Context: an optimization exercise on an open-source flow, tuned for small area. The choices shown serve that exercise and are no tape-out recipe.
In this exercise RTL edits were held to simulation tests only and were not proved equivalent to the original.
Power and IR drop assume default switching activity.

red:
// regfile_mp_sb
module regfile_mp_sb (
    input  logic         clk,
    input  logic         aresetn,
    input  logic [9:0]   rd_addr,
    output logic [63:0]  rd_data,
    output logic [1:0]   rd_busy,
    input  logic         rsv_en,
    input  logic [4:0]   rsv_addr,
    output logic         rsv_ready,
    input  logic [1:0]   wr_en,
    input  logic [9:0]   wr_addr,
    input  logic [63:0]  wr_data,
    output logic         sb_err
);
For scale: ~1100 flip-flops, about 160 I/O pins.
clock: 7.0 ns
lec_check: 0
cap_margin: 20
cell_pad_in_sites_detail_placement: 1
core_margin: 2
core_utilization: 50
place_density: 0.55
slew_margin: 20
synth_hierarchical: 1
standard.sh (not shown) runs the stock make flow with config.mk's settings and CLKGATE_MAP_FILE= SYNTH_SCRIPT=/design/flow/synth_recipe.tcl, a recipe that flattens the netlist after the stock synthesis.
==> flow/flow/run.sh <==
#!/bin/bash
# Layout flow: the standard ORFS flow (standard.sh, unchanged synthesis), with three
# settings the standard flow does not expose:
#  - ports are buffered with the smallest buffer cell instead of the default delay cell;
#  - non-critical gates are downsized after global routing (RECOVER_POWER);
#  - the clock tree is built from clkbuf_4 buffers (8 registers per leaf) without dummy balancing loads.
# Every port still gets its own buffer, and the clock still reaches every register
# through the clock tree.
set -euo pipefail
export BUFFER_PORTS_ARGS="-buffer_cell sky130_fd_sc_hd__buf_1"
export RECOVER_POWER=100
export CTS_ARGS="-sink_clustering_enable -repair_clock_nets -dont_use_dummy_load -buf_list {sky130_fd_sc_hd__clkbuf_4} -sink_clustering_size 8 -sink_clustering_max_diameter 30"
bash standard.sh > standard.log 2>&1
red: all stages done; final checks FAILED (max-capacitance violations, max-slew violations).
For blue, these inputs were changed with respect to red:
Settings: PLACE_DENSITY now 0.5, was 0.55; CORE_UTILIZATION now 45, was 50.
==> flow/run.sh (new file) <==
#!/bin/bash
# synth_recipe.tcl (not shown) runs the flow's synth.tcl, then flattens the netlist and writes it again
# the make line also repeats each setting of config.mk as NAME=value (left out here)
make -C /OpenROAD-flow-scripts/flow DESIGN_CONFIG=/design/flow/config.mk WORK_HOME=/design/flow/orfs CLKGATE_MAP_FILE= SYNTH_SCRIPT=/design/flow/synth_recipe.tcl finish
removed: flow/flow/run.sh
removed: flow/standard.sh
--- outcome ---
- blue: all stages complete, timing, DRC and antenna checks passed
- Higher count of non-CTS buffers in the layout was reported by blue, not red.
- Compared with red, via count in blue decreased slightly.
- In the final reports, the cell area of blue is larger than that of red.
- Looking at heaviest power group, the the clock network result is from blue; the sequential cells one comes from red.
- Relative to red, number of antenna violations at the first check in global routing decreased by 11 in blue.
- The type of the tightest min-delay check comes out flop to flop in one run and primary input to async pin in the other, namely in blue and red respectively.
- Compared with red, blue is the more power-hungry design.
Modified inputs, green compared to blue
Settings: PLACE_DENSITY: 0.5 -> 0.64; CORE_UTILIZATION: 45 -> 60.
--- outcome ---
Delta (green minus blue): count of state elements after synthesis shows no meaningful change, global placement routability congestion shows an increase of 7.0%, number of instances in the placed design shows a reduction of 352, complex-gate fraction of the synthesized area shows no meaningful change. green vs. blue: count of clock tree sinks stayed essentially flat; height of the die fell by about 13%. In green relative to blue, placed cell area had gone down slightly. Comparing the two runs side by side, green comes out ahead of blue on detailed-placement wirelength estimate. green did not finish; the tool stopped in 5_1_grt with error GRT-0232. Summary of green over blue: number of rows in the core area moved down; post-synthesis instance total shows no meaningful change; starting density of the core grew by 15 points.
Setup changes, green to orange
Settings: CORE_UTILIZATION: 60 -> 50; PLACE_DENSITY: 0.64 -> 0.55.
==> flow/flow/run.sh (new file) <==
#!/bin/bash
# Layout flow: the standard ORFS flow (standard.sh, unchanged synthesis), with two
# settings the standard flow does not expose:
#  - ports are buffered with the smallest buffer cell instead of the default delay cell;
#  - the clock tree is built from clkbuf_4 buffers (8 registers per leaf) without dummy balancing loads.
# Every port still gets its own buffer, and the clock still reaches every register
# through the clock tree.
set -euo pipefail
export BUFFER_PORTS_ARGS="-buffer_cell sky130_fd_sc_hd__buf_1"
export CTS_ARGS="-sink_clustering_enable -repair_clock_nets -dont_use_dummy_load -buf_list {sky130_fd_sc_hd__clkbuf_4} -sink_clustering_size 8 -sink_clustering_max_diameter 50"
bash standard.sh > standard.log 2>&1
==> flow/standard.sh (new file) <==
#!/bin/bash
# synth_recipe.tcl (not shown) runs the flow's synth.tcl, then flattens the netlist and writes it again
# the make line also repeats each setting of config.mk as NAME=value (left out here)
make -C /OpenROAD-flow-scripts/flow DESIGN_CONFIG=/design/flow/config.mk WORK_HOME=/design/flow/orfs CLKGATE_MAP_FILE= SYNTH_SCRIPT=/design/flow/synth_recipe.tcl "${@:-finish}"
removed: flow/run.sh
Notes after the runs:
orange went all the way through synthesis, placement and routing and the layout is clean on timing, DRC and antenna.
Hold buffer count at CTS across green and orange: no real change.
Summary of orange over green: instance area after placement shows a reduction of about 2.5%, CTS H-tree depth shows an increase of 1.
Going from green to orange, starting density of the core lost 10 points, width of the die picked up an extra 27 um, vertical die dimension picked up an extra 27 um.


job 101:
regfile_mp_sb, a different RTL version from the one above (not shown whole).
Size in the first run: about 4800 cells after synthesis, ~1100 flip-flops, ~0.048 mm^2 of cells after synthesis.
## regfile_mp_sb
module regfile_mp_sb (
    input  logic         clk,
    input  logic         aresetn,
    input  logic [9:0]   rd_addr,
    output logic [63:0]  rd_data,
    output logic [1:0]   rd_busy,
    input  logic         rsv_en,
    input  logic [4:0]   rsv_addr,
    output logic         rsv_ready,
    input  logic [1:0]   wr_en,
    input  logic [9:0]   wr_addr,
    input  logic [63:0]  wr_data,
    output logic         sb_err
);
==> flow/config.mk <==
export PLATFORM = sky130hd
export DESIGN_NAME = regfile_mp_sb
export DESIGN_NICKNAME = regfile_mp_sb
export VERILOG_FILES = /design/flow/design.v
export SDC_FILE = /design/flow/constraint.sdc
export NUM_CORES = 8
export LEC_CHECK = 0
export CAP_MARGIN = 20
export CELL_PAD_IN_SITES_DETAIL_PLACEMENT = 1
export CORE_MARGIN = 2
export CORE_UTILIZATION = 50
export PLACE_DENSITY = 0.55
export SLEW_MARGIN = 20
export SYNTH_HIERARCHICAL = 1
==> flow/constraint.sdc <==
create_clock -name core_clock -period 7.0 [get_ports {clk}]
set_input_delay 1.4000 -clock core_clock [delete_from_list [all_inputs] [get_ports {clk}]]
set_output_delay 1.4000 -clock core_clock [all_outputs]
set_load 0.01 [all_outputs]
==> flow/flow/run.sh <==
#!/bin/bash
# Layout flow: the standard ORFS flow (standard.sh, unchanged synthesis), with two
# settings the standard flow does not expose:
#  - ports are buffered with buf_2 instead of the default delay cell;
#  - the clock tree is built from clkbuf_4 buffers (8 registers per leaf) without dummy balancing loads.
# Every port still gets its own buffer, and the clock still reaches every register
# through the clock tree.
set -euo pipefail
export BUFFER_PORTS_ARGS="-buffer_cell sky130_fd_sc_hd__buf_2"
export CTS_ARGS="-sink_clustering_enable -repair_clock_nets -dont_use_dummy_load -buf_list {sky130_fd_sc_hd__clkbuf_4} -sink_clustering_size 8 -sink_clustering_max_diameter 50"
bash standard.sh > standard.log 2>&1
Looking at the reports, job 101 completed the entire flow and the layout it produced met the timing, design-rule and antenna checks.
diff inputs: job 101 => job 102
--- a/flow/flow/run.sh
+++ b/flow/flow/run.sh
@@ -3,3 +3,3 @@
 # settings the standard flow does not expose:
-#  - ports are buffered with buf_2 instead of the default delay cell;
+#  - ports are buffered with the smallest buffer cell instead of the default delay cell;
 #  - the clock tree is built from clkbuf_4 buffers (8 registers per leaf) without dummy balancing loads.
@@ -8,3 +8,3 @@
 set -euo pipefail
-export BUFFER_PORTS_ARGS="-buffer_cell sky130_fd_sc_hd__buf_2"
+export BUFFER_PORTS_ARGS="-buffer_cell sky130_fd_sc_hd__buf_1"
 export CTS_ARGS="-sink_clustering_enable -repair_clock_nets -dont_use_dummy_load -buf_list {sky130_fd_sc_hd__clkbuf_4} -sink_clustering_size 8 -sink_clustering_max_diameter 50"
### Flow results
First-iteration detailed-routing DRC count shrinks slightly when moving from job 101 to job 102.
Reported for job 101 and job 102, core box area turned out identical to the last digit.
Job 102 vs. job 101: power share of the clock group has increased; wire length shows a reduction of about 1.4%; register share of the cell area held; global-route wire length before repair lost about 0.5%.
In job 102, slack of the worst reg-to-reg path is higher than in job 101.
Looking at final critical-path share of the clock period, job 102 sits below job 101.
Of job 102 and job 101, it is job 102 that has the higher worst slew slack as a fraction of its limit.

afterwards: timing with drivers on the ports:
No port has a modelled driver above. Below, the same layouts with a new extraction and two added sets of constraints. Step 1, drivers: a clkbuf_16 drives clk and a buf_2 each remaining input, both assumed. Step 2, shift: input delay + t, output delay - t, t = (earliest + latest rising clock arrival at the registers) / 2. This alone moves slack from input paths to output paths. a / b / c = ideal / step 1 / step 2; a / b = the first two.
run | shift t [ns] | setup WS [ns] | hold slack, ns | worst slew at a driven data input, ns | pins driven straight from the clock port
red | 1.243 | 0.316 / 0.361 / -0.874 | 0.280 / 0.229 / 0.476 | 0.13 | 1
blue | 0.802 | 0.368 / 0.328 / 0.328 | 0.479 / 0.479 / 0.479 | 0.09 | 1
orange | 1.193 | 0.664 / 0.592 / 0.954 | 0.158 / 0.109 / 0.484 | 0.11 | 1
job 101 | 1.197 | 0.487 / 0.410 / 0.989 | 0.117 / 0.066 / 0.518 | 0.12 | 1
job 102 | 1.250 | 0.708 / 0.634 / 0.937 | 0.402 / 0.355 / 0.518 | 0.22 | 1
For red, which loses most, drivers alone change the setup slack by +0.045 ns; drivers and shift together by -1.190 ns.
